Background: an optimization exercise with open tools, aiming at a short achievable clock period and few clock cycles. Do not read the settings as production practice. At most, simulation tests tie the RTL to the original design; equivalence was not proved. Power figures rest on the tool's default switching activity, not on a simulated workload.

// pipelineCpu
module pipelineCpu (
    input  logic        CLK,
    input  logic        arstN,
    output logic [31:0] instAddr,
    input  logic [31:0] instWord,
    output logic [31:0] dataAddr,
    output logic        dataWrEn,
    output logic [31:0] dataWrData,
    input  logic [31:0] dataRdData,
    output logic        halt
);
For scale: about 4,800 cells after synthesis, ~1,400 flip-flops, roughly 160 I/O pins.
==> module prefixAdder, before the edit <==
module prefixAdder #(
    parameter int W = 32
) (
    input  logic [W-1:0] a,
    input  logic [W-1:0] b,
    input  logic         cin,
    output logic [W-1:0] sum
);
    localparam int L = $clog2(W);
    logic [W-1:0] g [0:L];
    logic [W-1:0] p [0:L];
    logic [W-1:0] carry;
    assign g[0] = a & b;
    assign p[0] = a ^ b;
    for (genvar l = 0; l < L; l++) begin : gLevel
        for (genvar i = 0; i < W; i++) begin : gBit
            if (i >= (1 << l)) begin : gMerge
                assign g[l+1][i] = g[l][i] | (p[l][i] & g[l][i - (1 << l)]);
                assign p[l+1][i] = p[l][i] & p[l][i - (1 << l)];
            end else begin : gPass
                assign g[l+1][i] = g[l][i];
                assign p[l+1][i] = p[l][i];
            end
        end
    end
    assign carry[0] = cin;
    for (genvar i = 1; i < W; i++) begin : gCarry
        assign carry[i] = g[L][i-1] | (p[L][i-1] & cin);
    end
    assign sum = p[0] ^ carry;
endmodule
Settings: LEC_CHECK=0, ABC_CLOCK_PERIOD_IN_PS=3000, CAP_MARGIN=20, CORE_MARGIN=2, CORE_UTILIZATION=40, SETUP_SLACK_MARGIN=4.0, SLEW_MARGIN=20, TNS_END_PERCENT=100; clock period 7.5 ns.
run.sh (not shown) runs the stock make flow with config.mk's settings and CLKGATE_MAP_FILE= SYNTH_SCRIPT=/design/flow/synth_recipe.tcl, a recipe that flattens the netlist after the stock synthesis.
Change:
--- a/flow/design.v
+++ b/flow/design.v
@@ -407,11 +407,11 @@
     input  logic [W-1:0] a,
     input  logic [W-1:0] b,
     input  logic         cin,
     output logic [W-1:0] sum
 );
-    localparam int L = $clog2(W);
+    localparam int L = (W > 16) ? 5 : (W > 8) ? 4 : (W > 4) ? 3 : (W > 2) ? 2 : 1;
     logic [W-1:0] g [0:L];
     logic [W-1:0] p [0:L];
     logic [W-1:0] carry;
     assign g[0] = a & b;
     assign p[0] = a ^ b;
Result: The new run completed without violations; core utilization does not change; cell area is unchanged; via count stays the same; combinational power is about the same; clock skew is unchanged; clock power is about the same; global-route usage is unchanged; worst setup slack stays the same; die area does not change; wire length is unchanged; area after synthesis is unchanged; clock-buffer cell count is unchanged; hold slack is unchanged.
Testbench counts after the change, summed over its fixed seeds: cycles 131,716.
Only the layout flow was run in the first run of this note; the RTL was not checked for function there.

--- another note on this design; it stands on its own ---

==> flow/design.v (excerpt) <==
module pipelineCpu (
    input  logic        CLK,
    input  logic        arstN,
    output logic [31:0] instAddr,
    input  logic [31:0] instWord,
    output logic [31:0] dataAddr,
    output logic        dataWrEn,
    output logic [31:0] dataWrData,
    input  logic [31:0] dataRdData,
    output logic        halt
);
clock: 7.5 ns
lec_check: 0
abc_clock_period_in_ps: 3000
cap_margin: 20
core_margin: 2
core_utilization: 40
setup_slack_margin: 4.0
slew_margin: 20
tns_end_percent: 100
run.sh (not shown) runs the stock make flow with config.mk's settings and CLKGATE_MAP_FILE= SYNTH_SCRIPT=/design/flow/synth_recipe.tcl, a recipe that flattens the netlist after the stock synthesis.
The first run passed the timing, DRC and antenna checks.
Edit:
Settings changed: ABC_CLOCK_PERIOD_IN_PS 3000 to 2500, SETUP_SLACK_MARGIN 4.0 to 5.0.
The changed run finished clean; cell count is higher by a few percent; sequential share of layout area is lower by 3.8 points; sequential power is about the same; area after synthesis stays the same; synthesized cell count stays the same; first-iteration DRC count is higher by roughly a tenth; total power is higher by roughly a tenth.
Function was not checked in any run of this note: the RTL went through the layout flow alone.

========
## P
Another version of the RTL of pipelineCpu (not shown whole).
Size in the first run: roughly 6,000 cells after synthesis, about 1,400 flip-flops, about 160 I/O pins, ~77,000 um2 of cells after synthesis.
make LEC_CHECK=0 CAP_MARGIN=20 CORE_MARGIN=2 CORE_UTILIZATION=40 SLEW_MARGIN=20 finish   # period 7.5 ns
Testbench counts of P, summed over its fixed seeds: cycles 151,296.
Edits applied to the flow inputs when going from P to Q:
Settings: setting ABC_CLOCK_PERIOD_IN_PS to 3000 for the first time; setting TNS_END_PERCENT to 100 for the first time; setting SETUP_SLACK_MARGIN to 4.0 for the first time.
[summary]
[Q vs P] total of clock buffers placed in the layout: lower in Q. Q -> P: total number of multi-input combinational cells flat. Diff P..Q | sequential cell count | unchanged. Routed metal-1 wirelength on Q is down relative to P. P reports its capturing element of the worst setup path as i_executeStage.exMemAluResult[0]$_DFF_PN0_ while Q reports i_executeStage.exMemAluResult[28]$_DFF_PN0_.

==> port drivers added, routing unchanged <==
Ports are ideal in the flow. The routed layouts listed here were re-timed in OpenROAD.
Step 1 assumes that a clkbuf_16 drives the clock port and a buf_2 every other input.
Step 2 moves the port delays by t, midway between the first and last clock arrival at a register: inputs arrive t later, outputs are due t later. That takes back most of the time a late clock gives input paths.
Three values: ideal ports, drivers, drivers and shift; two values: the first two.
run	shift t [ns]	slack for setup (ns)	slew at the worst register clock pin (ns)
the first run of note 1	0.893	3.939 / 3.958 / 3.091	0.08 / 0.08
the second run of note 1	0.893	3.939 / 3.958 / 3.091	0.08 / 0.08
the first run of note 2	0.863	3.636 / 3.636 / 3.003	0.08 / 0.08
the second run of note 2	0.895	3.731 / 3.731 / 3.047	0.07 / 0.07
P	0.887	0.849 / 0.849 / 0.849	0.07 / 0.07
Q	0.889	2.637 / 2.637 / 2.637	0.07 / 0.07
After both steps every run listed still meets setup and hold.
